Source: an optimization exercise on an open RTL-to-GDS flow (aim: small area, a short achievable clock period and few clock cycles per item). Production flows keep margins and buffers that such runs may drop.
In this exercise RTL edits were held to simulation tests only and were not proved equivalent to the original.
Power is estimated from default activity; no workload was simulated.

===== config.mk =====
export PLATFORM = sky130hd
export DESIGN_NAME = argb_unpremultiply
export DESIGN_NICKNAME = argb_unpremultiply
export VERILOG_FILES = /design/flow/design.v
export SDC_FILE = /design/flow/constraint.sdc
export NUM_CORES = 4
export LEC_CHECK = 0
export CAP_MARGIN = 20
export CORE_MARGIN = 2
export CORE_UTILIZATION = 40
export CTS_CLUSTER_DIAMETER = 100
export CTS_CLUSTER_SIZE = 25
export SETUP_SLACK_MARGIN = 2.6
export SLEW_MARGIN = 20

===== design.v =====
package aup_pkg;
    localparam int CHAN_W   = 8;
    localparam int N_STAGE  = 8;
endpackage
module aup_lane (
    input  logic       i_clk,
    input  logic [7:0] i_chan,
    input  logic [7:0] i_alpha_s0,    
    input  logic [7:0] i_alpha_s1,    
    input  logic [7:0] i_alpha_s2,    
    input  logic [7:0] i_alpha_s3,    
    input  logic [7:0] i_alpha_s4,    
    input  logic [7:0] i_alpha_s5,    
    input  logic [7:0] i_alpha_s6,    
    input  logic [7:0] i_alpha_s7,    
    output logic       o_over,         
    output logic [7:0] o_q             
);
    function automatic logic [7:0] ge_pfx(input logic [7:0] x, input logic [7:0] y);
        logic [7:0] g, p, gn, pn;
        g = x & ~y;              
        p = x | ~y;              
        g[0] = p[0];
        for (int k = 1; k < 8; k = k * 2) begin
            gn = g;
            pn = p;
            for (int i = k; i < 8; i++) begin
                gn[i] = g[i] | (p[i] & g[i-k]);
                pn[i] = p[i] & p[i-k];
            end
            g = gn;
            p = pn;
        end
        ge_pfx = g;
    endfunction
    function automatic logic [8:0] div_step(input logic [7:0] rem, input logic dbit,
                                            input logic [7:0] dvs);
        logic [7:0] e;
        logic [7:0] g;
        logic       ge;
        logic [7:0] d;
        e  = {rem[6:0], dbit};
        g  = ge_pfx(e, dvs);
        ge = rem[7] | g[7];
        d[0] = e[0] ^ dvs[0];
        for (int i = 1; i < 8; i++) d[i] = e[i] ^ dvs[i] ^ ~g[i-1];
        div_step = ge ? {1'b1, d} : {1'b0, e};
    endfunction
    function automatic logic [7:0] dec_sat(input logic [7:0] c);
        logic [7:0] o;           
        logic       any;
        o[0] = 1'b0;
        o[1] = c[0];
        o[2] = c[0] | c[1];
        o[3] = o[2] | c[2];
        o[4] = o[2] | (c[2] | c[3]);
        o[5] = o[4] | c[4];
        o[6] = o[4] | (c[4] | c[5]);
        o[7] = o[4] | (c[4] | c[5] | c[6]);
        any  = o[4] | (c[4] | c[5] | c[6] | c[7]);
        dec_sat = c ^ (~o & {8{any}});
    endfunction
    logic [7:0] r_hi;
    logic       r_cz;
    always_ff @(posedge i_clk) begin
        r_hi <= dec_sat(i_chan);
        r_cz <= (i_chan == 8'd0);
    end
    logic [7:0] w_ovp;
    assign w_ovp = ge_pfx(r_hi, i_alpha_s0);
    logic [7:0] r_rem1, r_sh1;
    logic       r_ov1;
    logic [7:0] r_rem2, r_sh2;
    logic       r_ov2;
    logic [7:0] r_rem3, r_sh3;
    logic       r_ov3;
    logic [7:0] r_rem4, r_sh4;
    logic       r_ov4;
    logic [7:0] r_rem5, r_sh5;
    logic       r_ov5;
    logic [7:0] r_rem6, r_sh6;
    logic       r_ov6;
    logic [7:0] r_rem7, r_sh7;
    logic       r_ov7;
    logic [7:0] w_rem1, w_sh1;
    logic       w_ov1;
    always_comb begin
        logic [8:0] st;
        w_rem1 = r_hi;
        w_sh1  = (~r_hi & {8{~r_cz}});
        st = div_step(w_rem1, w_sh1[7], i_alpha_s0);
        w_rem1 = st[7:0];
        w_sh1  = {w_sh1[6:0], st[8]};
    end
    assign w_ov1 = w_ovp[7];
    always_ff @(posedge i_clk) begin
        r_rem1 <= w_rem1;
        r_sh1  <= w_sh1;
        r_ov1  <= w_ov1;
    end
    logic [7:0] w_rem2, w_sh2;
    logic       w_ov2;
    always_comb begin
        logic [8:0] st;
        w_rem2 = r_rem1;
        w_sh2  = r_sh1;
        st = div_step(w_rem2, w_sh2[7], i_alpha_s1);
        w_rem2 = st[7:0];
        w_sh2  = {w_sh2[6:0], st[8]};
    end
    assign w_ov2 = r_ov1;
    always_ff @(posedge i_clk) begin
        r_rem2 <= w_rem2;
        r_sh2  <= w_sh2;
        r_ov2  <= w_ov2;
    end
    logic [7:0] w_rem3, w_sh3;
    logic       w_ov3;
    always_comb begin
        logic [8:0] st;
        w_rem3 = r_rem2;
        w_sh3  = r_sh2;
        st = div_step(w_rem3, w_sh3[7], i_alpha_s2);
        w_rem3 = st[7:0];
        w_sh3  = {w_sh3[6:0], st[8]};
    end
    assign w_ov3 = r_ov2;
    always_ff @(posedge i_clk) begin
        r_rem3 <= w_rem3;
        r_sh3  <= w_sh3;
        r_ov3  <= w_ov3;
    end
    logic [7:0] w_rem4, w_sh4;
    logic       w_ov4;
    always_comb begin
        logic [8:0] st;
        w_rem4 = r_rem3;
        w_sh4  = r_sh3;
        st = div_step(w_rem4, w_sh4[7], i_alpha_s3);
        w_rem4 = st[7:0];
        w_sh4  = {w_sh4[6:0], st[8]};
    end
    assign w_ov4 = r_ov3;
    always_ff @(posedge i_clk) begin
        r_rem4 <= w_rem4;
        r_sh4  <= w_sh4;
        r_ov4  <= w_ov4;
    end
    logic [7:0] w_rem5, w_sh5;
    logic       w_ov5;
    always_comb begin
        logic [8:0] st;
        w_rem5 = r_rem4;
        w_sh5  = r_sh4;
        st = div_step(w_rem5, w_sh5[7], i_alpha_s4);
        w_rem5 = st[7:0];
        w_sh5  = {w_sh5[6:0], st[8]};
    end
    assign w_ov5 = r_ov4;
    always_ff @(posedge i_clk) begin
        r_rem5 <= w_rem5;
        r_sh5  <= w_sh5;
        r_ov5  <= w_ov5;
    end
    logic [7:0] w_rem6, w_sh6;
    logic       w_ov6;
    always_comb begin
        logic [8:0] st;
        w_rem6 = r_rem5;
        w_sh6  = r_sh5;
        st = div_step(w_rem6, w_sh6[7], i_alpha_s5);
        w_rem6 = st[7:0];
        w_sh6  = {w_sh6[6:0], st[8]};
    end
    assign w_ov6 = r_ov5;
    always_ff @(posedge i_clk) begin
        r_rem6 <= w_rem6;
        r_sh6  <= w_sh6;
        r_ov6  <= w_ov6;
    end
    logic [7:0] w_rem7, w_sh7;
    logic       w_ov7;
    always_comb begin
        logic [8:0] st;
        w_rem7 = r_rem6;
        w_sh7  = r_sh6;
        st = div_step(w_rem7, w_sh7[7], i_alpha_s6);
        w_rem7 = st[7:0];
        w_sh7  = {w_sh7[6:0], st[8]};
    end
    assign w_ov7 = r_ov6;
    always_ff @(posedge i_clk) begin
        r_rem7 <= w_rem7;
        r_sh7  <= w_sh7;
        r_ov7  <= w_ov7;
    end
    logic [7:0] w_rem8, w_sh8;
    logic       w_ov8;
    always_comb begin
        logic [8:0] st;
        w_rem8 = r_rem7;
        w_sh8  = r_sh7;
        st = div_step(w_rem8, w_sh8[7], i_alpha_s7);
        w_rem8 = st[7:0];
        w_sh8  = {w_sh8[6:0], st[8]};
    end
    assign w_ov8 = r_ov7;
    assign o_q    = w_sh8;
    assign o_over = w_ov8;
endmodule
module aup_merge (
    input  logic [7:0] i_q,
    input  logic       i_zero,
    input  logic       i_over,
    output logic [7:0] o_chan
);
    assign o_chan = i_zero ? 8'd0 : (i_over ? 8'd255 : i_q);
endmodule
import aup_pkg::*;
module argb_unpremultiply (
    input  logic                             i_clk,
    input  logic                             i_rst_n,
    input  logic                             start,
    output logic                             busy,
    input  logic [aup_pkg::CHAN_W-1:0]       i_in_blue,
    input  logic [aup_pkg::CHAN_W-1:0]       i_in_green,
    input  logic [aup_pkg::CHAN_W-1:0]       i_in_red,
    input  logic [aup_pkg::CHAN_W-1:0]       i_in_alpha,
    output logic                             o_strobe,
    output logic [aup_pkg::CHAN_W-1:0]       o_out_red,
    output logic [aup_pkg::CHAN_W-1:0]       o_out_green,
    output logic [aup_pkg::CHAN_W-1:0]       o_out_blue,
    output logic [aup_pkg::CHAN_W-1:0]       o_out_alpha,
    output logic                             o_bad_premul
);
    logic [N_STAGE:0]                r_vld;
    logic [N_STAGE-1:0][CHAN_W-1:0]  r_alpha;
    logic [7:0] w_q_red, w_q_green, w_q_blue;
    logic [7:0] w_c_red, w_c_green, w_c_blue;
    logic       w_ov_red, w_ov_green, w_ov_blue;
    logic       w_zero;
    assign busy = 1'b0;
    always_ff @(posedge i_clk) begin
        if (!i_rst_n) begin
            r_vld <= '0;
        end else begin
            r_vld <= {r_vld[N_STAGE-1:0], start};
        end
    end
    always_ff @(posedge i_clk) begin
        r_alpha[0] <= i_in_alpha;
        for (int k = 1; k < N_STAGE; k++) begin
            r_alpha[k] <= r_alpha[k-1];
        end
    end
    aup_lane u_red (
        .i_clk   (i_clk),
        .i_chan  (i_in_red),
        .i_alpha_s0 (r_alpha[0]),
        .i_alpha_s1 (r_alpha[1]),
        .i_alpha_s2 (r_alpha[2]),
        .i_alpha_s3 (r_alpha[3]),
        .i_alpha_s4 (r_alpha[4]),
        .i_alpha_s5 (r_alpha[5]),
        .i_alpha_s6 (r_alpha[6]),
        .i_alpha_s7 (r_alpha[7]),
        .o_over  (w_ov_red),
        .o_q     (w_q_red)
    );
    aup_lane u_green (
        .i_clk   (i_clk),
        .i_chan  (i_in_green),
        .i_alpha_s0 (r_alpha[0]),
        .i_alpha_s1 (r_alpha[1]),
        .i_alpha_s2 (r_alpha[2]),
        .i_alpha_s3 (r_alpha[3]),
        .i_alpha_s4 (r_alpha[4]),
        .i_alpha_s5 (r_alpha[5]),
        .i_alpha_s6 (r_alpha[6]),
        .i_alpha_s7 (r_alpha[7]),
        .o_over  (w_ov_green),
        .o_q     (w_q_green)
    );
    aup_lane u_blue (
        .i_clk   (i_clk),
        .i_chan  (i_in_blue),
        .i_alpha_s0 (r_alpha[0]),
        .i_alpha_s1 (r_alpha[1]),
        .i_alpha_s2 (r_alpha[2]),
        .i_alpha_s3 (r_alpha[3]),
        .i_alpha_s4 (r_alpha[4]),
        .i_alpha_s5 (r_alpha[5]),
        .i_alpha_s6 (r_alpha[6]),
        .i_alpha_s7 (r_alpha[7]),
        .o_over  (w_ov_blue),
        .o_q     (w_q_blue)
    );
    assign w_zero = (r_alpha[N_STAGE-1] == '0);
    aup_merge u_m_red   (.i_q(w_q_red),   .i_zero(w_zero), .i_over(w_ov_red),   .o_chan(w_c_red));
    aup_merge u_m_green (.i_q(w_q_green), .i_zero(w_zero), .i_over(w_ov_green), .o_chan(w_c_green));
    aup_merge u_m_blue  (.i_q(w_q_blue),  .i_zero(w_zero), .i_over(w_ov_blue),  .o_chan(w_c_blue));
    always_ff @(posedge i_clk) begin
        o_out_red    <= w_c_red;
        o_out_green  <= w_c_green;
        o_out_blue   <= w_c_blue;
        o_out_alpha  <= r_alpha[N_STAGE-1];
        o_bad_premul <= ~w_zero & (w_ov_red | w_ov_green | w_ov_blue);
    end
    assign o_strobe = r_vld[N_STAGE];
endmodule

===== flow/run.sh =====
#!/bin/bash
# The standard layout, with two synthesis changes: adders are left to ABC
# (no fa/ha cell mapping), and ABC maps for delay with flow/abc.script.
set -euo pipefail
export MY_ABC_SCRIPT=$PWD/flow/abc.script
bash standard.sh ADDER_MAP_FILE= SYNTH_SCRIPT=$PWD/flow/my_synth.tcl finish > standard_flow.log 2>&1

===== standard.sh =====
#!/bin/bash
# synth_recipe.tcl (not shown) runs the flow's synth.tcl, then flattens the netlist and writes it again
# the make line also repeats each setting of config.mk as NAME=value (left out here)
make -C /OpenROAD-flow-scripts/flow DESIGN_CONFIG=/design/flow/config.mk WORK_HOME=/design/flow/orfs CLKGATE_MAP_FILE= SYNTH_SCRIPT=/design/flow/synth_recipe.tcl "${@:-finish}"

===== flow/abc.script =====
strash
dch
map -D 1000
topo
stime -c
buffer -c
upsize -c
dnsize -c

===== flow/my_synth.tcl =====
# The standard flow's synthesis script (synth_recipe.tcl), with ABC run on flow/abc.script
proc synth {args} { yosys synth -nofsm -noshare {*}$args }
proc abc {args} {
  set i [lsearch -exact $args -script]
  if { $i >= 0 } { lset args [expr {$i + 1}] $::env(MY_ABC_SCRIPT) }
  yosys abc {*}$args
}
source $::env(SCRIPTS_DIR)/synth.tcl
# left out here: clear keep_hierarchy, flatten, clean up, hide names made inside functions, write 1_2_yosys.v

===== constraint.sdc =====
create_clock -name core_clock -period 4.5 [get_ports {i_clk}]
set_input_delay 0.9000 -clock core_clock [delete_from_list [all_inputs] [get_ports {i_clk}]]
set_output_delay 0.9000 -clock core_clock [all_outputs]
set_load 0.01 [all_outputs]

==> results.sh, run 1 <==
export IMPL_fp_coreArea_um2=48600
export IMPL_irDropWorstVdd_mv=0.286
export IMPL_fmax_mhz=519
export IMPL_largest_reg_flops=64
export IMPL_drive_gt1_share_pct=10.4
export IMPL_fin_crit_sh_pct=42.8
export IMPL_path_buf_inv=1
export IMPL_critPathMaxFanout=1
export IMPL_initial_core_util_pct=40.3
export IMPL_worstMarginPinSlew_ns=0.773
export IMPL_io_buffers=68
export IMPL_p_per_area_nw_per_um2=615
export IMPL_path_cells="buf_6"
export IMPL_clkSinkCount=490
export IMPL_antenna_found_initial=0
export IMPL_io_pins=70
export IMPL_cts_hold_fix_buffers=0
export IMPL_first_global_vias=15200
export IMPL_maxSlewHeadroom_pct=48.4
export IMPL_regMostFlops="r_alpha"
export IMPL_final_nets=2757
export IMPL_slowest_delay_ns=0.33
export IMPL_crit_family="flip-flops"
export IMPL_vias_per_cell=4.92
export IMPL_gp_congestion=0.878
export IMPL_syn_inst=2612
export IMPL_path_class="flip-flop to output port"
export IMPL_fillers=4800
export IMPL_netlist_area_um2=19600
export IMPL_hpwlAfterDp_um=38300
export IMPL_fin_crit_ns=1.93
export IMPL_routed_wirelength_um=49900
export IMPL_synthArstFlopShare_pct=0
export IMPL_drtPass1Iterations=5
export IMPL_drc_errors=0
export IMPL_die_w_um=225
export IMPL_cts_htree_levels=1
export IMPL_cpMaxStageDelayCell="dfxtp_2"
export IMPL_yosysSeqAreaShare_pct=50.0
export IMPL_track_usage_pct=19.1
export IMPL_synthFlopType="dfxtp_1"
export IMPL_largest_registers="r_alpha: 64 flops, r_vld: 9 flops"
export IMPL_start_kind="flip-flop"
export IMPL_num_vias=16400
export IMPL_maxSlewViolCount=0
export IMPL_dieArea_um2=50800
export IMPL_post_synth_cell_area_avg_um2=7.51
export IMPL_clk_latency_ns=0.58
export IMPL_run_status="complete, no violations"
export IMPL_rsz0062_at_grt="yes"
export IMPL_finish_utilization_pct=45.8
export IMPL_fin_skew_ns=0.0288
export IMPL_min_path_type="flip-flop to flip-flop"
export IMPL_drtAntennaViolNets=0
export IMPL_root_buffer="clkbuf_16"
export IMPL_grt_first_pass_wirelength_um=77600
export IMPL_clkSlewWorstSetupHoldPaths_ns=0.10
export IMPL_tns_ns=0
export IMPL_wl_met2_um=25100
export IMPL_synth_edff_count=0
export IMPL_met3WireLength_um=1600
export IMPL_die_y_um=225
export IMPL_worstPathRequired_ns=3.60
export IMPL_synth_cell_type_count=47
export IMPL_grt_ovfl_total=0
export IMPL_grt_max_degree=26
export IMPL_syn_nets=2647
export IMPL_clockBufferDepth=3
export IMPL_antenna_cells=0
export IMPL_hold_viol_final=0
export IMPL_rows=81
export IMPL_maxCapViolCount=0
export IMPL_setup_viol=0
export IMPL_routedWlPerCell_um=14.9
export IMPL_cts_tree="yes"
export IMPL_cts_buffers=23
export IMPL_drtIter0Drc=948
export IMPL_syn_to_final_growth_pct=13.5
export IMPL_top_layer="met4"
export IMPL_drt_met1_wl_um=22000
export IMPL_cp_arrival_ns=1.03
export IMPL_cp_end_kind="output port"
export IMPL_yosys_warnings=2
export IMPL_power_leakage_nw=10.6
export IMPL_ys_ff_latch=490
==> cell families (layout without fill, tap and decap cells) <==
kind of cell	count (synthesis)	count (layout)	synth area share, %
xor gates and xnor gates	108	108	4.82
adders and majority gates	3	3	0.153
DFF	490	490	50.0
and+or+nand+nor	1086	1088	22.4
AOI/OAI and AO/OA	505	505	14.3
other	1	1	0.0191
buffers and inverters	419	528	8.34
==> timing repair <==
item / CTS / global route
setup buffers: 7 / 36
pin swaps: 5 / 28
resized for setup: 213 / 156
cloned: 0 / 2
endpoints found under the setup margin: 155 / 202
==> cell type report <==
| cell class | instances | area, um^2 | share of cell area [%] |
|---|---|---|---|
| Tap cell | 622 | 778 | 3.49 |
| Multi-Input combinational cell | 1705 | 8550 | 38.4 |
| Clock inverter | 3 | 35.0 | 0.157 |
| Inverter | 389 | 1480 | 6.64 |
| Sequential cell | 490 | 9920 | 44.6 |
| Clock buffer | 23 | 576 | 2.58 |
| Timing Repair Buffer | 113 | 932 | 4.19 |
==> layout by cell type, fill, tap and decap left out, types with 5 or more instances in the layout <==
master,instances
nor3_1,40
clkbuf_16,23
o21ai_1,19
a21boi_0,5
o22ai_1,11
nand3_1,65
xnor2_1,20
clkdlybuf4s50_1,34
nand2_4,12
buf_4,40
nor3_2,11
inv_1,364
nand2_1,617
buf_2,24
dfxtp_4,10
o21a_1,15
xor2_1,87
nor2_2,15
o2111ai_1,16
dfxtp_2,60
o211ai_1,15
a31oi_1,11
nand2_2,12
a21oi_1,124
buf_6,13
o21ai_2,9
dfxtp_1,420
nor2_1,261
inv_2,18
nand3b_1,20
nand4_1,24
o21ai_0,250
==> Yosys cell counts, types with 2 or more instances <==
cell | instances | share of area, %
a2111oi_0 | 5 | 0.22
a21boi_0 | 8 | 0.31
a21boi_2 | 4 | 0.23
a21oi_1 | 127 | 3.2
a31oi_1 | 13 | 0.41
buf_1 | 3 | 0.057
buf_2 | 19 | 0.48
buf_4 | 2 | 0.077
buf_6 | 3 | 0.17
clkbuf_1 | 2 | 0.038
dfxtp_1 | 490 | 50
inv_1 | 384 | 7.3
inv_2 | 4 | 0.077
maj3_1 | 3 | 0.15
nand2_1 | 638 | 12
nand3_1 | 66 | 1.7
nand3b_1 | 20 | 0.77
nand4_1 | 24 | 0.77
nor2_1 | 275 | 5.3
nor2_2 | 2 | 0.064
nor3_1 | 52 | 1.3
nor3b_1 | 2 | 0.077
o2111ai_1 | 16 | 0.71
o211ai_1 | 15 | 0.57
o21a_1 | 15 | 0.57
o21ai_0 | 274 | 7.0
o21ai_1 | 3 | 0.077
o21ai_2 | 3 | 0.13
o221ai_1 | 2 | 0.089
o22ai_1 | 11 | 0.35
o31ai_1 | 3 | 0.11
or2_2 | 3 | 0.096
xnor2_1 | 20 | 0.89
xor2_1 | 88 | 3.9
==> metrics by stage <==
stage	worst slack [ns]	instances	hold WS, ns	power (mW)	area, um^2
floorplan	2.60	2612	0.310	9.59	19600
global placement	1.98	3274	0.310	10.9	20900
detailed placement	1.99	3274	0.312	11.0	20900
CTS	2.38	3307	0.325	13.3	21600
global route	2.52	3345	0.324	14.8	22300
finish	2.57	3345	0.323	13.7	22300
==> final timing paths <==
path	slack [ns]	depth (start not counted)	endpoint	start
worst max register to register	2.62	7	u_red.r_rem4[5]	r_alpha[30]
worst max-delay path	2.57	1	o_out_blue[7]	o_out_blue[7]
worst min-delay path	0.32	0	u_blue.r_sh5[2]	u_blue.r_sh4[1]
worst min register to register	0.32	0	u_blue.r_sh5[2]	u_blue.r_sh4[1]
==> layer usage <==
layer	vias to the layer above	track usage (%)
li1	8513	-
met1	7580	23.5
met2	287	35.2
met3	63	1.85
met4	0	5.92
met5	-	0
==> power breakdown <==
group	internal (mW)	switching, mW
registers	5.54	0.692
clock network	0.933	1.33
logic	1.96	3.25
Testbench counts, summed over its fixed seeds: cycles 18,048, items 18,000.
==> inputs of run 2 (changes only) <==
==> flow/abc.script (replaced) <==
strash
dch
map -D 900
topo
stime -c
buffer -c
upsize -c
dnsize -c
--- a/config.mk
+++ b/config.mk
@@ -7,7 +7,7 @@
 export LEC_CHECK = 0
 export CAP_MARGIN = 20
 export CORE_MARGIN = 2
-export CORE_UTILIZATION = 40
+export CORE_UTILIZATION = 60
 export CTS_CLUSTER_DIAMETER = 100
 export CTS_CLUSTER_SIZE = 25
 export SETUP_SLACK_MARGIN = 2.6
==> results.sh, run 2 <==
export IMPL_pwr_share_clk_pct=16.1
export IMPL_routedWlPerCell_um=15.4
export IMPL_power_leakage_nw=10.4
export IMPL_largest_reg_flops=64
export IMPL_cpMaxStageDelayCell="dfxtp_2"
export IMPL_syn_to_final_growth_pct=10.8
export IMPL_num_vias=17200
export IMPL_vias_per_cell=5.44
export IMPL_synthFlopType="dfxtp_1"
export IMPL_fin_crit_sh_pct=42.3
export IMPL_grt_ovfl_total=0
export IMPL_io_buffers=68
export IMPL_gp_congestion=0.937
export IMPL_largest_registers="r_alpha: 64 flops, r_vld: 9 flops"
export IMPL_die_w_um=187
export IMPL_dieArea_um2=34900
export IMPL_drtAntennaViolNets=0
export IMPL_fin_crit_ns=1.90
export IMPL_drive_gt1_share_pct=10.2
export IMPL_syn_inst=2640
export IMPL_root_buffer="clkbuf_16"
export IMPL_start_kind="flip-flop"
export IMPL_clkSinkCount=490
export IMPL_clkSlewWorstSetupHoldPaths_ns=0.09
export IMPL_regMostFlops="r_alpha"
export IMPL_routed_wirelength_um=48800
export IMPL_setup_viol=0
export IMPL_synth_edff_count=0
export IMPL_post_synth_cell_area_avg_um2=7.61
export IMPL_die_y_um=187
export IMPL_path_cells="buf_6"
export IMPL_synthArstFlopShare_pct=0
export IMPL_yosysSeqAreaShare_pct=48.9
export IMPL_hold_viol_final=0
export IMPL_critPathMaxFanout=1
export IMPL_worstMarginPinSlew_ns=0.844
export IMPL_yosysTopAreaCellShare_pct=48.9
export IMPL_swShare_pct=38.6
export IMPL_fp_coreArea_um2=32800
export IMPL_worstPathRequired_ns=3.60
export IMPL_first_global_vias=16100
export IMPL_power_frac_seq_pct=45.6
export IMPL_grt_max_degree=26
export IMPL_cts_tree="yes"
export IMPL_antenna_cells=0
export IMPL_hpwlAfterDp_um=37300
export IMPL_fmax_mhz=526
export IMPL_clockBufferDepth=3
export IMPL_syn_nets=2675
export IMPL_cts_buffers=23
export IMPL_synth_cell_type_count=59
export IMPL_initial_core_util_pct=61.2
export IMPL_slowest_delay_ns=0.33
export IMPL_p_per_area_nw_per_um2=610
export IMPL_maxSlewHeadroom_pct=43.7
export IMPL_ys_ff_latch=490
export IMPL_run_status="complete, no violations"
export IMPL_yosys_area_top_type="dfxtp_1"
export IMPL_fin_skew_ns=0.0242
export IMPL_yosys_warnings=2
export IMPL_final_common_cell="nand2_1"
export IMPL_clk_latency_ns=0.56
export IMPL_drtPass1Iterations=6
export IMPL_switchingPower_mw=5.24
export IMPL_crit_family="flip-flops"
export IMPL_comb_power_share_pct=38.3
export IMPL_yosysMostFrequentCell="nand2_1"
export IMPL_io_pins=70
export IMPL_drc_errors=0
export IMPL_irDropWorstVdd_mv=0.317
export IMPL_yosys_top_cells_area="dfxtp_1, nand2_1, inv_1, o21ai_0, nor2_1"
export IMPL_drtIter0Drc=1244
export IMPL_cp_arrival_ns=1.00
export IMPL_rows=66
export IMPL_p_int_mw=8.34
export IMPL_cts_hold_fix_buffers=0
export IMPL_maxSlewViolCount=0
export IMPL_final_cell_mix="nand2_1, dfxtp_1, inv_1"
export IMPL_netlist_area_um2=20100
export IMPL_min_path_type="flip-flop to flip-flop"
export IMPL_grt_first_pass_wirelength_um=77600
export IMPL_path_class="flip-flop to output port"
export IMPL_tns_ns=0
export IMPL_antenna_found_initial=0
export IMPL_synthTopCellsByCount="nand2_1, dfxtp_1, inv_1"
export IMPL_rsz0062_at_grt="yes"
export IMPL_path_buf_inv=1
export IMPL_track_usage_pct=27.1
export IMPL_cp_end_kind="output port"
export IMPL_cts_htree_levels=1
export IMPL_final_nets=2760
export IMPL_maxCapViolCount=0
export IMPL_holdWs_ns=0.323
-- run 2: layer usage --
metal,part of all wire (%),GRT usage (%),vias up
li1,-,-,8739
met1,43,33.2,7813
met2,48,48.7,569
met3,5.2,2.57,115
met4,3.9,11.3,0
met5,0,0,-
-- run 2: logic make-up after synthesis --
| logic type | synth area share [%] |
|---|---|
| other | 0.0187 |
| multiplexers | 0.0499 |
| XOR/XNOR | 2.88 |
| AND/OR/NAND/NOR | 22.9 |
| buffers and inverters | 7.40 |
| AO/OA/AOI/OAI | 17.9 |
| flip-flops | 48.9 |
-- run 2: power by group through the flow --
stage / clock [mW] / sequential [mW] / combinational, mW
floorplan: 0 / 5.95 / 3.72
global placement: 0 / 6.24 / 4.68
detailed placement: 0 / 6.25 / 4.83
CTS: 2.25 / 6.16 / 4.89
global route: 2.41 / 6.28 / 5.86
finish: 2.19 / 6.19 / 5.20
-- run 2: path summary, 6_finish.rpt --
kind / startpoint / to / slack, ns / depth (start not counted)
hold / removal: u_green.r_sh3[5] / u_green.r_sh4[6] / 0.32 / 0
hold reg to reg: u_green.r_sh3[5] / u_green.r_sh4[6] / 0.32 / 0
setup / recovery: o_out_red[6] / o_out_red[6] / 2.60 / 1
setup reg to reg: r_alpha[50] / u_red.r_rem7[7] / 2.64 / 7
-- run 2: cell type report --
| class | instances | area (um^2) |
|---|---|---|
| inverters | 359 | 1360 |
| repair buffers | 79 | 706 |
| clock buffers | 23 | 576 |
| flip-flops and latches | 490 | 9900 |
| well taps | 442 | 553 |
| fillers | 2794 | 10500 |
| multi-input cells | 1772 | 9150 |
| clock inverters | 2 | 20.0 |
-- run 2: stage by stage --
step / setup WS [ns] / std cells / utilization (%) / total power [mW] / instance area [um^2]
final: 2.60 / 3167 / 67.9 / 13.6 / 22300
after global routing: 2.56 / 3167 / 67.9 / 14.6 / 22300
after CTS: 2.51 / 3158 / 66.4 / 13.3 / 21800
after detailed placement: 2.00 / 3131 / 64.6 / 11.1 / 21200
after global placement: 2.06 / 3131 / 64.6 / 10.9 / 21200
after floorplan: 2.64 / 2640 / - / 9.68 / 20100
-- run 2: what timing repair did --
action | in CTS | in global routing
pin swaps | 1 | 8
gates cloned | 0 | 1
gates resized for setup | 186 | 179
setup endpoints to repair | 154 | 211
hold endpoints to repair | 0 | 0
setup buffers | 2 | 8
==> inputs of run 3 (changes only) <==
--- a/config.mk
+++ b/config.mk
@@ -7,8 +7,8 @@
 export LEC_CHECK = 0
 export CAP_MARGIN = 20
 export CORE_MARGIN = 2
-export CORE_UTILIZATION = 60
+export CORE_UTILIZATION = 40
 export CTS_CLUSTER_DIAMETER = 100
-export CTS_CLUSTER_SIZE = 25
+export CTS_CLUSTER_SIZE = 30
 export SETUP_SLACK_MARGIN = 2.6
 export SLEW_MARGIN = 20
==> results.sh, run 3 <==
export IMPL_yosysTopAreaCellShare_pct=48.9
export IMPL_synth_cell_type_count=59
export IMPL_die_y_um=228
export IMPL_fin_crit_ns=1.91
export IMPL_worstMarginPinSlew_ns=0.865
export IMPL_cts_buffers=21
export IMPL_crit_family="flip-flops"
export IMPL_synthFlopType="dfxtp_1"
export IMPL_layout_setup_ws_ns=2.59
export IMPL_maxSlewViolCount=0
export IMPL_num_vias=16800
export IMPL_drive_gt1_share_pct=9.79
export IMPL_largest_registers="r_alpha: 64 flops, r_vld: 9 flops"
export IMPL_yosysSeqAreaShare_pct=48.9
export IMPL_fin_crit_sh_pct=42.4
export IMPL_yosys_warnings=2
export IMPL_slowest_delay_ns=0.33
export IMPL_hold_viol_final=0
export IMPL_first_global_vias=15500
export IMPL_clockBufferDepth=3
export IMPL_run_status="complete, no violations"
export IMPL_final_cell_mix="nand2_1, dfxtp_1, inv_1"
export IMPL_maxSlewHeadroom_pct=42.3
export IMPL_cts_htree_levels=1
export IMPL_routedWlPerCell_um=14.9
export IMPL_track_usage_pct=18.9
export IMPL_fp_coreArea_um2=49900
export IMPL_drtIter0Drc=1200
export IMPL_gp_congestion=0.884
export IMPL_clk_latency_ns=0.57
export IMPL_initial_core_util_pct=40.3
export IMPL_p_per_area_nw_per_um2=606
export IMPL_cts_hold_fix_buffers=0
export IMPL_cpMaxStageDelayCell="dfxtp_1"
export IMPL_grt_max_degree=31
export IMPL_regMostFlops="r_alpha"
export IMPL_maxCapViolCount=0
export IMPL_syn_nets=2675
export IMPL_dieArea_um2=52000
export IMPL_cp_arrival_ns=1.01
export IMPL_routed_wirelength_um=50600
export IMPL_final_common_cell="nand2_1"
export IMPL_syn_inst=2640
export IMPL_path_cells="buf_2"
export IMPL_drtPass1Iterations=5
export IMPL_cp_end_kind="output port"
export IMPL_ys_ff_latch=490
export IMPL_drc_errors=0
export IMPL_root_buffer="clkbuf_16"
export IMPL_syn_to_final_growth_pct=12.1
export IMPL_whs_path_depth=0
export IMPL_yosysMostFrequentCell="nand2_1"
export IMPL_synthArstFlopShare_pct=0
export IMPL_r2r_start="u_blue.r_rem1[0]"
export IMPL_hp_start="u_green.r_sh3[3]"
export IMPL_netlist_area_um2=20100
export IMPL_antenna_cells=0
export IMPL_worstPathRequired_ns=3.60
export IMPL_clkSinkCount=490
export IMPL_tns_ns=0
export IMPL_irDropWorstVdd_mv=0.249
export IMPL_final_nets=2757
export IMPL_dp_cells=3362
export IMPL_io_pins=70
export IMPL_largest_reg_flops=64
export IMPL_yosys_top_cells_area="dfxtp_1, nand2_1, inv_1, o21ai_0, nor2_1"
export IMPL_antenna_found_initial=0
export IMPL_finish_utilization_pct=45.1
export IMPL_worst_hold_path_endpoint="u_green.r_sh4[4]"
export IMPL_grt_first_pass_wirelength_um=79600
export IMPL_die_w_um=228
export IMPL_grt_ovfl_total=0
export IMPL_r2r_slack_ns=2.67
export IMPL_io_buffers=68
export IMPL_yosys_area_top_type="dfxtp_1"
export IMPL_min_path_type="flip-flop to flip-flop"
export IMPL_fmax_mhz=524
export IMPL_rows=82
export IMPL_power_leakage_nw=10.4
export IMPL_start_kind="flip-flop"
export IMPL_path_buf_inv=1
export IMPL_cts_tree="yes"
export IMPL_critPathMaxFanout=1
export IMPL_rsz0062_at_grt="yes"
export IMPL_stdcell_count=3399
export IMPL_setup_viol=0
export IMPL_r2r_end="u_blue.r_rem2[3]"
export IMPL_synth_edff_count=0
export IMPL_r2r_cells=7
export IMPL_post_synth_cell_area_avg_um2=7.61
export IMPL_clkSlewWorstSetupHoldPaths_ns=0.11
export IMPL_power_mw=13.6
export IMPL_fin_skew_ns=0.0334
export IMPL_drtAntennaViolNets=0
export IMPL_hpwlAfterDp_um=39100
export IMPL_path_class="flip-flop to output port"
export IMPL_vias_per_cell=4.94
export IMPL_synthTopCellsByCount="nand2_1, dfxtp_1, inv_1"
export IMPL_dp_worst_setup_slack_ns=2.02
[run 3: cell counts after synthesis]
Identical to the previous run, type by type.
[run 3: report_power, final]
group | switching, mW | internal [mW] | total [mW]
Clock | 1.34 | 0.934 | 2.27
Combinational | 3.27 | 1.92 | 5.19
Sequential | 0.677 | 5.49 | 6.17
Total | 5.28 | 8.35 | 13.6
[run 3: cells by family (layout without fill, tap and decap cells)]
group	Yosys count	after routing	synth area share [%]
AND/OR/NAND/NOR	1107	1108	22.9
AO/OA/AOI/OAI	596	597	17.9
flip-flops	490	490	48.9
buffers and inverters	379	464	7.40
XOR/XNOR	66	66	2.88
other	1	1	0.0187
multiplexers	1	1	0.0499
[run 3: what timing repair did]
item                       in CTS  in global routing
setup endpoints to repair     185                200
pin swaps                       1                  6
cloned                          0                  2
gates resized for setup       211                138
buffers inserted                2                  5
[run 3: cell type report]
type                    instances  area [um^2]
inverters                     359         1360
flip-flops and latches        490         9890
multi-input cells            1773         9180
clock buffers                  21          526
repair buffers                 77          622
well taps                     672          841
clock inverters                 7         96.3
fillers                      5032        27400
[run 3: worst max path at each step]
stage	start	to	slack (ns)	cells after the start
final	o_out_alpha[2]	o_out_alpha[2]	2.59	1
after global routing	o_out_alpha[2]	o_out_alpha[2]	2.54	1
after CTS	o_out_green[7]	o_out_green[7]	2.42	1
after detailed placement	i_in_red[0]	u_red.r_hi[6]	2.02	6
after global placement	i_in_red[0]	u_red.r_hi[2]	2.04	8
after floorplan	i_in_red[0]	u_red.r_hi[6]	2.64	5
[run 3: stage by stage]
step                hold slack, ns  instance area (um^2)
floorplan                    0.310                 20100
global placement             0.310                 21500
detailed placement           0.312                 21500
CTS                          0.327                 22100
global route                 0.336                 22500
finish                       0.327                 22500
[run 3: layer usage]
| metal | global-route usage (%) | routed length (um) | part of all wire, % |
|---|---|---|---|
| met1 | 23.4 | 22400 | 44 |
| met2 | 33.9 | 24700 | 49 |
| met3 | 1.98 | 1790 | 3.5 |
| met4 | 6.68 | 1740 | 3.4 |
| met5 | 0 | 0 | 0 |
==> inputs of run 4 (changes only) <==
==> flow/abc.script (replaced) <==
strash
dch
map -D 950
topo
stime -c
buffer -c
upsize -c
dnsize -c
--- a/config.mk
+++ b/config.mk
@@ -9,6 +9,6 @@
 export CORE_MARGIN = 2
 export CORE_UTILIZATION = 40
 export CTS_CLUSTER_DIAMETER = 100
-export CTS_CLUSTER_SIZE = 30
+export CTS_CLUSTER_SIZE = 25
 export SETUP_SLACK_MARGIN = 2.6
 export SLEW_MARGIN = 20
==> results.sh, run 4 <==
export IMPL_run_status="complete, no violations"
export IMPL_yosysTopAreaCellShare_pct=49.7
export IMPL_drtIter0Drc=926
export IMPL_regMostFlops="r_alpha"
export IMPL_maxSlewViolCount=0
export IMPL_yosysMostFrequentCell="nand2_1"
export IMPL_netlist_area_um2=19700
export IMPL_power_leakage_nw=10.4
export IMPL_slowest_delay_ns=0.32
export IMPL_r2r_slack_ns=2.59
export IMPL_holdWs_ns=0.325
export IMPL_hp_start="u_red.r_sh6[3]"
export IMPL_drc_errors=0
export IMPL_dp_cells=3222
export IMPL_io_buffers=68
export IMPL_grt_first_pass_wirelength_um=76300
export IMPL_p_per_area_nw_per_um2=623
export IMPL_power_mw=14.0
export IMPL_synthFlopType="dfxtp_1"
export IMPL_fin_crit_sh_pct=42.5
export IMPL_rows=81
export IMPL_crit_family="flip-flops"
export IMPL_drtAntennaViolNets=0
export IMPL_dieArea_um2=51100
export IMPL_final_common_cell="nand2_1"
export IMPL_final_nets=2660
export IMPL_die_y_um=226
export IMPL_largest_registers="r_alpha: 64 flops, r_vld: 9 flops"
export IMPL_routedWlPerCell_um=14.9
export IMPL_worstPathRequired_ns=3.60
export IMPL_hpwlAfterDp_um=37700
export IMPL_post_synth_cell_area_avg_um2=7.87
export IMPL_largest_reg_flops=64
export IMPL_track_usage_pct=18.9
export IMPL_stdcell_count=3292
export IMPL_synth_edff_count=0
export IMPL_fin_crit_ns=1.91
export IMPL_routed_wirelength_um=49100
export IMPL_fmax_mhz=523
export IMPL_first_global_vias=15000
export IMPL_clkSinkCount=490
export IMPL_gp_congestion=0.881
export IMPL_io_pins=70
export IMPL_r2r_cells=8
export IMPL_yosys_top_cells_area="dfxtp_1, nand2_1, o21ai_0, inv_1, nor2_1"
export IMPL_syn_to_final_growth_pct=13.9
export IMPL_fillers=4836
export IMPL_cp_arrival_ns=1.01
export IMPL_cts_tree="yes"
export IMPL_grt_ovfl_total=0
export IMPL_irDropWorstVdd_mv=0.257
export IMPL_critPathMaxFanout=1
export IMPL_clkSlewWorstSetupHoldPaths_ns=0.10
export IMPL_initial_core_util_pct=40.4
export IMPL_tns_ns=0
export IMPL_r2r_end="u_blue.r_rem6[1]"
export IMPL_num_vias=16000
export IMPL_maxSlewHeadroom_pct=35.9
export IMPL_worstMarginPinSlew_ns=0.961
export IMPL_setup_viol=0
export IMPL_min_path_type="flip-flop to flip-flop"
export IMPL_synthTopCellsByCount="nand2_1, dfxtp_1, inv_1"
export IMPL_vias_per_cell=4.86
export IMPL_clockBufferDepth=3
export IMPL_antenna_found_initial=0
export IMPL_synthArstFlopShare_pct=0
export IMPL_yosys_area_top_type="dfxtp_1"
export IMPL_clk_latency_ns=0.57
export IMPL_final_cell_mix="nand2_1, dfxtp_1, inv_1"
export IMPL_path_class="flip-flop to output port"
export IMPL_r2r_start="r_alpha[46]"
export IMPL_antenna_cells=0
export IMPL_synth_cell_type_count=57
export IMPL_yosysSeqAreaShare_pct=49.7
export IMPL_start_kind="flip-flop"
export IMPL_yosys_warnings=2
export IMPL_multi_input_area_um2=8950
export IMPL_hold_viol_final=0
export IMPL_path_buf_inv=1
export IMPL_fp_coreArea_um2=48800
export IMPL_rsz0062_at_grt="yes"
export IMPL_worst_hold_path_endpoint="u_red.r_sh7[4]"
export IMPL_whs_path_depth=0
export IMPL_root_buffer="clkbuf_16"
export IMPL_grt_max_degree=26
export IMPL_cts_htree_levels=1
export IMPL_maxCapViolCount=0
export IMPL_syn_inst=2509
export IMPL_fin_skew_ns=0.0201
export IMPL_path_cells="buf_2"
export IMPL_cp_end_kind="output port"
export IMPL_regArea_um2=9880
export IMPL_syn_nets=2544
export IMPL_cpMaxStageDelayCell="dfxtp_1"
export IMPL_finish_utilization_pct=46.0
export IMPL_cts_buffers=23
export IMPL_die_w_um=226
export IMPL_cts_hold_fix_buffers=0
export IMPL_drive_gt1_share_pct=13.2
export IMPL_drtPass1Iterations=5
export IMPL_ys_ff_latch=490
==> run 4: cell types whose count changed after synthesis, moves of 18 or more <==
| cell | before | now |
|---|---|---|
| nand2_1 | 536 | 599 |
| nand3_1 | 107 | 54 |
| inv_1 | 350 | 307 |
| nor2_1 | 342 | 241 |
| and3_1 | 0 | 30 |
| o21a_1 | 28 | 5 |
| xor2_1 | 49 | 68 |
| a21oi_1 | 115 | 97 |
==> run 4: timing repair <==
item	CTS	global route
setup endpoints to repair	127	179
gates cloned	0	2
pin swaps	8	27
setup buffers	14	26
resized for setup	186	127
==> run 4: cells by family after synthesis <==
kind of cell	share of synthesized area, %
and+or+nand+nor	22.5
DFF	49.7
AOI/OAI and AO/OA	16.9
other	0.0190
xor gates and xnor gates	3.86
buffers and inverters	6.99
==> run 4: through the flow <==
stage,setup slack (ns),cell area (um^2)
2_1_floorplan,2.60,19700
3_3_place_gp,2.02,21100
3_5_place_dp,1.97,21100
4_1_cts,2.45,21900
5_1_grt,2.47,22500
6_report,2.59,22500
==> run 4: area by class of cell <==
type / count / share of cell area [%]
repair buffers: 109 / 4.09
well taps: 664 / 3.70
multi-input cells: 1671 / 39.8
clock inverters: 3 / 0.195
inverters: 330 / 5.58
flip-flops and latches: 490 / 44.0
clock buffers: 25 / 2.64
==> run 4: where the power goes <==
| part | total [mW] | switching (mW) | internal (mW) |
|---|---|---|---|
| Sequential | 6.24 | 0.709 | 5.53 |
| Clock | 2.31 | 1.30 | 1.00 |
| Combinational | 5.46 | 3.32 | 2.14 |
| Total | 14.0 | 5.33 | 8.68 |
==> run 4: worst max-delay path by stage <==
stage	from	to	slack, ns	depth (start not counted)
3_5_place_dp	i_in_red[0]	u_red.r_hi[2]	1.97	7
3_3_place_gp	i_in_red[0]	u_red.r_hi[3]	2.02	8
2_1_floorplan	i_in_red[0]	u_red.r_hi[6]	2.60	4
5_1_grt	u_red.r_sh2[7]	u_red.r_rem3[0]	2.47	9
6_report	o_out_alpha[2]	o_out_alpha[2]	2.59	1
4_1_cts	o_out_alpha[1]	o_out_alpha[1]	2.45	1
==> run 4: routing by layer <==
metal | GRT usage, % | vias up | share of wire (%)
li1 | - | 8385 | -
met1 | 22.8 | 7269 | 44
met2 | 34.2 | 271 | 49
met3 | 1.90 | 77 | 2.9
met4 | 7.96 | 0 | 4.0
met5 | 0 | - | 0
==> inputs of run 5 (changes only) <==
==> flow/abc.script (replaced) <==
strash
dch
map -D 900
strash
dch
map -D 900
topo
stime -c
buffer -c
upsize -c
dnsize -c
==> results.sh, run 5 <==
export IMPL_maxCapViolCount=0
export IMPL_hold_viol_final=0
export IMPL_root_buffer="clkbuf_16"
export IMPL_multi_input_area_um2=9510
export IMPL_fin_skew_ns=0.0436
export IMPL_yosysMostFrequentCell="nand2_1"
export IMPL_grt_ovfl_total=0
export IMPL_fin_crit_ns=1.96
export IMPL_crit_family="flip-flops"
export IMPL_path_class="flip-flop to output port"
export IMPL_worstPathRequired_ns=3.60
export IMPL_p_per_area_nw_per_um2=624
export IMPL_io_pins=70
export IMPL_yosysTopAreaCellShare_pct=48.0
export IMPL_critPathMaxFanout=1
export IMPL_cpMaxStageDelayCell="dfxtp_1"
export IMPL_hpwlAfterDp_um=39100
export IMPL_met2_usage_pct=33.8
export IMPL_maxSlewHeadroom_pct=41.1
export IMPL_tns_ns=0
export IMPL_final_common_cell="nand2_1"
export IMPL_largest_reg_flops=64
export IMPL_post_synth_cell_area_avg_um2=7.80
export IMPL_worstSetupPathDepth=1
export IMPL_run_status="complete, no violations"
export IMPL_synthTopCellsByCount="nand2_1, dfxtp_1, nor2_1"
export IMPL_dieArea_um2=53000
export IMPL_drtIter0Drc=921
export IMPL_path_buf_inv=1
export IMPL_grtUsageMet1_pct=22.6
export IMPL_cts_tree="yes"
export IMPL_synth_edff_count=0
export IMPL_yosys_top_cells_area="dfxtp_1, nand2_1, nor2_1, inv_1, o21ai_0"
export IMPL_maxSlewViolCount=0
export IMPL_num_vias=17100
export IMPL_netlist_area_um2=20500
export IMPL_routed_wirelength_um=51100
export IMPL_r2r_end="u_green.r_rem1[5]"
export IMPL_die_w_um=230
export IMPL_grt_first_pass_wirelength_um=80500
export IMPL_rows=82
export IMPL_drtPass1Iterations=6
export IMPL_synth_cell_type_count=69
export IMPL_min_path_type="flip-flop to flip-flop"
export IMPL_routedWlPerCell_um=15.0
export IMPL_cts_htree_levels=1
export IMPL_antenna_found_initial=0
export IMPL_ys_ff_latch=490
export IMPL_busiest_layer="met2"
export IMPL_die_y_um=230
export IMPL_cp_end_kind="output port"
export IMPL_clkSinkCount=490
export IMPL_syn_nets=2659
export IMPL_placed_area_um2=21800
export IMPL_clockBufferDepth=3
export IMPL_fillers=4944
export IMPL_vias_per_cell=5.01
export IMPL_initial_core_util_pct=40.7
export IMPL_cts_hold_fix_buffers=0
export IMPL_slowest_delay_ns=0.33
export IMPL_clk_latency_ns=0.61
export IMPL_antenna_cells=0
export IMPL_final_nets=2764
export IMPL_final_cell_mix="nand2_1, dfxtp_1, inv_1"
export IMPL_hp_start="u_blue.r_sh6[6]"
export IMPL_whs_path_depth=0
export IMPL_regArea_um2=9860
export IMPL_clkSlewWorstSetupHoldPaths_ns=0.10
export IMPL_drc_errors=0
export IMPL_syn_inst=2624
export IMPL_r2r_cells=10
export IMPL_path_cells="clkbuf_2"
export IMPL_cp_arrival_ns=1.06
export IMPL_start_kind="flip-flop"
export IMPL_yosys_warnings=2
export IMPL_fp_coreArea_um2=50300
export IMPL_fin_crit_sh_pct=43.7
export IMPL_drive_gt1_share_pct=12.5
export IMPL_r2r_start="r_alpha[2]"
export IMPL_layout_setup_ws_ns=2.54
export IMPL_dp_worst_setup_slack_ns=2.08
export IMPL_grt_met3_usage_pct=2.17
export IMPL_irDropWorstVdd_mv=0.300
export IMPL_track_usage_pct=18.6
export IMPL_power_leakage_nw=10.4
export IMPL_first_global_vias=16300
export IMPL_yosys_area_top_type="dfxtp_1"
export IMPL_cts_buffers=24
export IMPL_grt_max_degree=26
export IMPL_setup_viol=0
export IMPL_rsz0062_at_grt="yes"
export IMPL_regMostFlops="r_alpha"
export IMPL_io_buffers=68
export IMPL_r2r_slack_ns=2.64
export IMPL_worst_hold_path_endpoint="u_blue.r_sh7[7]"
export IMPL_fmax_mhz=509
export IMPL_synthFlopType="dfxtp_1"
export IMPL_worstMarginPinSlew_ns=0.882
export IMPL_largest_registers="r_alpha: 64 flops, r_vld: 9 flops"
export IMPL_syn_to_final_growth_pct=13.5
export IMPL_drtAntennaViolNets=0
export IMPL_yosysSeqAreaShare_pct=48.0
export IMPL_synthArstFlopShare_pct=0
export IMPL_final_area_um2=23200
export IMPL_gp_congestion=0.947
-- run 5: per-layer routing --
metal | vias up | wire (um)
li1 | 8738 | -
met1 | 7874 | 22600
met2 | 359 | 25100
met3 | 85 | 1920
met4 | 0 | 1520
met5 | - | 0
-- run 5: worst max path at each step --
stage	start	endpoint	slack [ns]
finish	o_out_alpha[0]	o_out_alpha[0]	2.54
global route	o_out_alpha[0]	o_out_alpha[0]	2.49
CTS	o_out_alpha[0]	o_out_alpha[0]	2.39
detailed placement	i_in_red[0]	u_red.r_hi[7]	2.08
global placement	i_in_red[0]	u_red.r_hi[7]	2.08
floorplan	i_in_red[0]	u_red.r_hi[7]	2.64
-- run 5: layout make-up --
class | instances | share of cell area (%)
Clock buffer | 24 | 2.59
Clock inverter | 5 | 0.437
Inverter | 363 | 5.91
Multi-Input combinational cell | 1753 | 41.0
Sequential cell | 490 | 42.5
Tap cell | 672 | 3.62
Timing Repair Buffer | 96 | 3.97
Timing Repair inverter | 1 | 0.0323
-- run 5: worst reg2reg max path, stage by stage (launching register included) --
cell	delay, ns
dfxtp_2	0.42
clkinvlp_4	0.20
buf_4	0.18
nand2_1	0.06
nand2_1	0.06
nand2_1	0.10
o31ai_4	0.11
buf_4	0.15
a31o_4	0.24
nand3_1	0.10
o21ai_0	0.11
-- run 5: per-stage QoR --
stage / hold WS, ns / power [mW] / util, % / instances
finish: 0.319 / 14.5 / 46.2 / 3404
global route: 0.324 / 15.6 / 46.2 / 3404
CTS: 0.321 / 14.1 / 44.8 / 3376
detailed placement: 0.312 / 11.6 / 43.4 / 3342
global placement: 0.310 / 11.5 / 43.4 / 3342
floorplan: 0.310 / 10.1 / - / 2624
-- run 5: repair_timing --
action / in CTS / in global routing
gates cloned: 0 / 6
pin swaps: 3 / 9
setup endpoints to repair: 99 / 194
gates resized for setup: 152 / 121
setup buffers: 5 / 22
-- run 5: report_power, final --
group	switching [mW]	total, mW	internal [mW]
clock	1.39	2.43	1.04
combinational	3.59	5.83	2.24
sequential	0.746	6.24	5.49
-- run 5: logic make-up (layout without fill, tap and decap cells) --
kind of cell,after synthesis,in the layout,synth area share (%)
simple gates,1141,1141,23.3
compound gates,526,531,17.8
flops,490,490,48.0
buf+inv,386,489,7.51
xor+xnor,80,80,3.43
other cells,1,1,0.0183
==> inputs of run 6 (changes only) <==
==> flow/abc.script (replaced) <==
strash
dch
map -D 900
topo
stime -c
buffer -c
upsize -c
dnsize -c
==> results.sh, run 6 <==
export IMPL_run_status="complete, no violations"
export IMPL_p_int_mw=8.32
export IMPL_antenna_found_initial=0
export IMPL_synth_edff_count=0
export IMPL_post_synth_cell_area_avg_um2=7.61
export IMPL_min_path_type="flip-flop to flip-flop"
export IMPL_routed_wirelength_um=50700
export IMPL_swShare_pct=38.7
export IMPL_fp_coreArea_um2=49900
export IMPL_setup_viol=0
export IMPL_comb_power_share_pct=38.1
export IMPL_maxCapViolCount=0
export IMPL_regMostFlops="r_alpha"
export IMPL_path_cells="buf_6"
export IMPL_path_class="flip-flop to output port"
export IMPL_fin_crit_ns=1.91
export IMPL_met2_usage_pct=34.4
export IMPL_clkSinkCount=490
export IMPL_syn_nets=2675
export IMPL_drc_errors=0
export IMPL_critPathMaxFanout=1
export IMPL_final_common_cell="nand2_1"
export IMPL_io_buffers=68
export IMPL_grt_met3_usage_pct=1.86
export IMPL_die_y_um=228
export IMPL_drtAntennaViolNets=0
export IMPL_num_vias=16900
export IMPL_io_pins=70
export IMPL_fmax_mhz=524
export IMPL_hold_viol_final=0
export IMPL_yosysSeqAreaShare_pct=48.9
export IMPL_largest_registers="r_alpha: 64 flops, r_vld: 9 flops"
export IMPL_fin_crit_sh_pct=42.4
export IMPL_largest_reg_flops=64
export IMPL_cts_buffers=23
export IMPL_dp_cells=3362
export IMPL_ys_ff_latch=490
export IMPL_p_per_area_nw_per_um2=606
export IMPL_vias_per_cell=4.97
export IMPL_syn_to_final_growth_pct=11.7
export IMPL_irDropWorstVdd_mv=0.268
export IMPL_power_leakage_nw=10.3
export IMPL_maxSlewHeadroom_pct=43.9
export IMPL_clkSlewWorstSetupHoldPaths_ns=0.10
export IMPL_cp_arrival_ns=1.01
export IMPL_final_cell_mix="nand2_1, dfxtp_1, inv_1"
export IMPL_fillers=5020
export IMPL_yosys_warnings=2
export IMPL_cts_htree_levels=1
export IMPL_yosysMostFrequentCell="nand2_1"
export IMPL_clk_latency_ns=0.57
export IMPL_start_kind="flip-flop"
export IMPL_final_area_um2=22400
export IMPL_gp_congestion=0.884
export IMPL_antenna_cells=0
export IMPL_clockBufferDepth=3
export IMPL_drtIter0Drc=1091
export IMPL_tns_ns=0
export IMPL_holdWs_ns=0.322
export IMPL_hpwlAfterDp_um=39100
export IMPL_cts_hold_fix_buffers=0
export IMPL_first_global_vias=15600
export IMPL_yosys_top_cells_area="dfxtp_1, nand2_1, inv_1, o21ai_0, nor2_1"
export IMPL_busiest_layer="met2"
export IMPL_rows=82
export IMPL_crit_family="flip-flops"
export IMPL_grt_first_pass_wirelength_um=80100
export IMPL_cp_end_kind="output port"
export IMPL_yosysTopAreaCellShare_pct=48.9
export IMPL_pwr_share_clk_pct=16.5
export IMPL_power_frac_seq_pct=45.5
export IMPL_drive_gt1_share_pct=9.45
export IMPL_dieArea_um2=52000
export IMPL_netlist_area_um2=20100
export IMPL_placed_area_um2=21500
export IMPL_cts_tree="yes"
export IMPL_rsz0062_at_grt="yes"
export IMPL_fin_skew_ns=0.0224
export IMPL_initial_core_util_pct=40.3
export IMPL_synthArstFlopShare_pct=0
export IMPL_drtPass1Iterations=5
export IMPL_grt_ovfl_total=0
export IMPL_synthTopCellsByCount="nand2_1, dfxtp_1, inv_1"
export IMPL_cpMaxStageDelayCell="dfxtp_2"
export IMPL_synth_cell_type_count=59
export IMPL_power_mw=13.6
export IMPL_die_w_um=228
export IMPL_finish_utilization_pct=45.0
export IMPL_root_buffer="clkbuf_16"
export IMPL_final_nets=2755
export IMPL_layout_setup_ws_ns=2.59
export IMPL_routedWlPerCell_um=14.9
export IMPL_grt_max_degree=26
export IMPL_maxSlewViolCount=0
export IMPL_worstPathRequired_ns=3.60
export IMPL_synthFlopType="dfxtp_1"
export IMPL_grtUsageMet1_pct=23.5
export IMPL_dp_worst_setup_slack_ns=2.02
export IMPL_slowest_delay_ns=0.33
export IMPL_stdcell_count=3392
export IMPL_path_buf_inv=1
export IMPL_yosys_area_top_type="dfxtp_1"
export IMPL_switchingPower_mw=5.26
export IMPL_worstMarginPinSlew_ns=0.841
export IMPL_track_usage_pct=18.9
export IMPL_syn_inst=2640
[run 6: changes by cell type after synthesis, sizes merged, moves of 15 or more]
cell / before / now
a31o: 18 / 2
nand4: 33 / 9
o21bai: 0 / 17
nor3: 12 / 54
o21ai: 218 / 291
nand3: 132 / 108
nor2: 381 / 345
o21a: 2 / 33
and3: 15 / 0
nand3b: 10 / 40
[run 6: cell type report]
cell class              instances  area (um^2)  area share, %
repair buffers                 73          592           2.64
well taps                     672          841           3.75
clock inverters                 2         20.0         0.0893
clock buffers                  23          576           2.57
multi-input cells            1773         9160           40.9
inverters                     359         1350           6.04
flip-flops and latches        490         9880           44.1
[run 6: cell families (layout without fill, tap and decap cells)]
logic type	after synthesis	count (layout)	share of synthesized area (%)
and+or+nand+nor	1107	1108	22.9
other	1	1	0.0187
DFF	490	490	48.9
muxes	1	1	0.0499
xor gates and xnor gates	66	66	2.88
buffers and inverters	379	457	7.40
AOI/OAI and AO/OA	596	597	17.9
[run 6: path summary, 6_finish.rpt]
check | from | endpoint | slack (ns) | cells after the start
max | o_out_red[1] | o_out_red[1] | 2.59 | 1
min | u_red.r_sh4[1] | u_red.r_sh5[2] | 0.32 | 0
max reg2reg | r_alpha[5] | u_blue.r_rem1[6] | 2.67 | 8
min reg2reg | u_red.r_sh4[1] | u_red.r_sh5[2] | 0.32 | 0
[run 6: power by group through the flow]
stage | clock network, mW | registers, mW | logic (mW)
after floorplan | 0 | 5.95 | 3.72
after global placement | 0 | 6.26 | 4.78
after detailed placement | 0 | 6.26 | 4.86
after CTS | 2.34 | 6.17 | 4.93
after global routing | 2.50 | 6.29 | 5.88
final | 2.24 | 6.17 | 5.17
[run 6: what timing repair did]
action,4_1_cts,5_1_grt
gates resized for setup,202,135
buffers inserted,2,1
gates cloned,0,2
pin swaps,1,5
setup endpoints to repair,183,206
[run 6: layer usage]
metal	routed length (um)	up-vias	share of wire [%]
met1	22500	7705	44
met4	1500	0	3.0
met5	0	-	0
met3	1870	82	3.7
li1	-	8740	-
met2	24800	335	49
==> inputs of run 7 (changes only) <==
--- a/config.mk
+++ b/config.mk
@@ -10,5 +10,5 @@
 export CORE_UTILIZATION = 40
 export CTS_CLUSTER_DIAMETER = 100
 export CTS_CLUSTER_SIZE = 25
-export SETUP_SLACK_MARGIN = 2.6
+export SETUP_SLACK_MARGIN = 2.5
 export SLEW_MARGIN = 20
==> results.sh, run 7 <==
export IMPL_run_status="complete, no violations"
export IMPL_grt_first_pass_wirelength_um=79800
export IMPL_drive_gt1_share_pct=7.73
export IMPL_whs_path_depth=0
export IMPL_root_buffer="clkbuf_16"
export IMPL_drtPass1Iterations=5
export IMPL_dieArea_um2=52000
export IMPL_critPathMaxFanout=1
export IMPL_fin_crit_sh_pct=42.7
export IMPL_yosysTopAreaCellShare_pct=48.9
export IMPL_drc_errors=0
export IMPL_p_per_area_nw_per_um2=604
export IMPL_path_class="flip-flop to output port"
export IMPL_ys_ff_latch=490
export IMPL_yosys_top_cells_area="dfxtp_1, nand2_1, inv_1, o21ai_0, nor2_1"
export IMPL_start_kind="flip-flop"
export IMPL_num_vias=16700
export IMPL_comb_power_share_pct=37.4
export IMPL_grt_max_degree=26
export IMPL_rows=82
export IMPL_r2r_start="r_alpha[31]"
export IMPL_hpwlAfterDp_um=39100
export IMPL_final_nets=2753
export IMPL_first_global_vias=15500
export IMPL_synth_edff_count=0
export IMPL_power_leakage_nw=10.3
export IMPL_maxSlewHeadroom_pct=42.3
export IMPL_fin_skew_ns=0.0208
export IMPL_antenna_found_initial=0
export IMPL_cts_htree_levels=1
export IMPL_min_path_type="flip-flop to flip-flop"
export IMPL_clkSinkCount=490
export IMPL_worst_hold_path_endpoint="u_red.r_sh5[2]"
export IMPL_yosysSeqAreaShare_pct=48.9
export IMPL_routedWlPerCell_um=14.8
export IMPL_fillers=5052
export IMPL_stdcell_count=3391
export IMPL_die_w_um=228
export IMPL_largest_registers="r_alpha: 64 flops, r_vld: 9 flops"
export IMPL_drtAntennaViolNets=0
export IMPL_syn_to_final_growth_pct=10.4
export IMPL_cpMaxStageDelayCell="dfxtp_1"
export IMPL_vias_per_cell=4.94
export IMPL_syn_nets=2675
export IMPL_yosys_area_top_type="dfxtp_1"
export IMPL_io_buffers=68
export IMPL_slowest_delay_ns=0.33
export IMPL_yosysMostFrequentCell="nand2_1"
export IMPL_die_y_um=228
export IMPL_track_usage_pct=18.9
export IMPL_io_pins=70
export IMPL_final_cell_mix="nand2_1, dfxtp_1, inv_1"
export IMPL_clockBufferDepth=3
export IMPL_synthArstFlopShare_pct=0
export IMPL_syn_inst=2640
export IMPL_final_common_cell="nand2_1"
export IMPL_initial_core_util_pct=40.3
export IMPL_pwr_share_clk_pct=16.7
export IMPL_top_layer="met4"
export IMPL_gp_congestion=0.884
export IMPL_worstMarginPinSlew_ns=0.865
export IMPL_cp_end_kind="output port"
export IMPL_met3WireLength_um=1760
export IMPL_cp_arrival_ns=1.02
export IMPL_regMostFlops="r_alpha"
export IMPL_crit_family="flip-flops"
export IMPL_maxCapViolCount=0
export IMPL_drtIter0Drc=1163
export IMPL_rsz0062_at_grt="yes"
export IMPL_r2r_slack_ns=2.59
export IMPL_worstPathRequired_ns=3.60
export IMPL_tns_ns=0
export IMPL_wl_met2_um=24700
export IMPL_p_int_mw=8.24
export IMPL_finish_utilization_pct=44.5
export IMPL_hp_start="u_red.r_sh4[1]"
export IMPL_synthFlopType="dfxtp_1"
export IMPL_cts_tree="yes"
export IMPL_maxSlewViolCount=0
export IMPL_yosys_warnings=2
export IMPL_r2r_cells=7
export IMPL_synthTopCellsByCount="nand2_1, dfxtp_1, inv_1"
export IMPL_irDropWorstVdd_mv=0.274
export IMPL_dp_worst_setup_slack_ns=2.02
export IMPL_post_synth_cell_area_avg_um2=7.61
export IMPL_hold_viol_final=0
export IMPL_layout_setup_ws_ns=2.58
export IMPL_cts_buffers=23
export IMPL_power_frac_seq_pct=46.0
export IMPL_cts_hold_fix_buffers=0
export IMPL_largest_reg_flops=64
export IMPL_path_cells="clkbuf_2"
export IMPL_clkSlewWorstSetupHoldPaths_ns=0.10
export IMPL_path_buf_inv=1
export IMPL_fin_crit_ns=1.92
export IMPL_clk_latency_ns=0.57
export IMPL_swShare_pct=38.5
export IMPL_fp_coreArea_um2=49900
export IMPL_netlist_area_um2=20100
export IMPL_grt_ovfl_total=0
export IMPL_routed_wirelength_um=50300
export IMPL_dp_cells=3362
export IMPL_drt_met1_wl_um=22500
export IMPL_setup_viol=0
export IMPL_r2r_end="u_blue.r_rem4[4]"
export IMPL_switchingPower_mw=5.16
export IMPL_synth_cell_type_count=59
export IMPL_fmax_mhz=521
[run 7: cell counts after synthesis]
No cell type changed its count.
[run 7: cell families after synthesis]
kind of cell | share of synthesized area (%)
buffers and inverters | 7.40
flip-flops | 48.9
multiplexers | 0.0499
XOR/XNOR | 2.88
other | 0.0187
AND/OR/NAND/NOR | 22.9
AO/OA/AOI/OAI | 17.9
[run 7: final cells by class]
class | instances | area (um^2) | share of cell area [%]
Sequential cell | 490 | 9850 | 44.4
Inverter | 359 | 1350 | 6.08
Timing Repair Buffer | 72 | 541 | 2.44
Antenna cell | 1 | 2.50 | 0.0113
Clock buffer | 23 | 576 | 2.60
Tap cell | 672 | 841 | 3.79
Clock inverter | 2 | 20.0 | 0.0903
Multi-Input combinational cell | 1772 | 8990 | 40.6
[run 7: worst max-delay path by stage]
stage / startpoint / end / slack, ns / cells past startpoint
6_report: o_out_red[1] / o_out_red[1] / 2.58 / 1
5_1_grt: r_alpha[42] / u_blue.r_rem6[2] / 2.42 / 8
4_1_cts: o_out_red[1] / o_out_red[1] / 2.40 / 1
3_5_place_dp: i_in_red[0] / u_red.r_hi[6] / 2.02 / 6
3_3_place_gp: i_in_red[0] / u_red.r_hi[2] / 2.04 / 8
2_1_floorplan: i_in_red[0] / u_red.r_hi[6] / 2.64 / 5
[run 7: power by group through the flow]
stage	clock [mW]	combinational (mW)	sequential, mW
finish	2.23	5.01	6.16
global route	2.50	5.73	6.28
floorplan	0	3.72	5.95
global placement	0	4.78	6.26
detailed placement	0	4.86	6.26
CTS	2.34	4.86	6.16
[run 7: repair_timing]
action	CTS	global route
endpoints found under the setup margin	95	162
hold endpoints to repair	0	0
pin swaps	0	2
buffers inserted	0	2
gates resized for setup	159	97
gates cloned	0	1
[run 7: through the flow]
step | hold WS, ns | total power [mW] | instance area (um^2)
global route | 0.333 | 14.5 | 22200
detailed placement | 0.312 | 11.1 | 21500
finish | 0.324 | 13.4 | 22200
floorplan | 0.310 | 9.68 | 20100
CTS | 0.326 | 13.4 | 22000
global placement | 0.310 | 11.0 | 21500
[run 7: metal layers]
metal	global-route usage, %	vias up
met5	0	-
met1	23.5	7654
met2	34.3	283
met3	1.85	78
li1	-	8734
met4	5.49	0

-- port drivers added, routing unchanged --
Ports are ideal in the flow. The routed layouts listed here were re-timed in OpenROAD. Step 1 assumes that a clkbuf_16 drives the clock port and a buf_2 every other input. Step 2 adds t to the input delays and takes it off the output delays; t is the mean of the earliest and latest rising clock arrival at the registers after step 1. Input paths then give back, and output paths get back, about the clock's delay inside the block. Three values: no drivers, after step 1, after step 2; two values: the first two.
run | t, ns | setup WS [ns] | slew at the worst register clock pin (ns) | worst data-port slew with drivers (ns) | pins driven straight from the clock port
run 1 | 0.629 | 2.574 / 2.515 / 2.132 | 0.10 / 0.10 | 0.04 | 1
run 2 | 0.605 | 2.598 / 2.543 / 2.088 | 0.10 / 0.10 | 0.03 | 1
run 3 | 0.607 | 2.592 / 2.536 / 2.120 | 0.12 / 0.12 | 0.04 | 1
run 4 | 0.616 | 2.588 / 2.533 / 2.109 | 0.10 / 0.10 | 0.04 | 1
run 5 | 0.645 | 2.535 / 2.481 / 2.076 | 0.10 / 0.10 | 0.04 | 1
run 6 | 0.613 | 2.593 / 2.539 / 2.106 | 0.10 / 0.10 | 0.04 | 1
run 7 | 0.611 | 2.580 / 2.528 / 2.045 | 0.10 / 0.10 | 0.04 | 1
After both steps setup and hold are still met in every run listed. The setup slack of run 7, which loses most, moves by -0.052 ns with the drivers and by -0.535 ns with both steps.
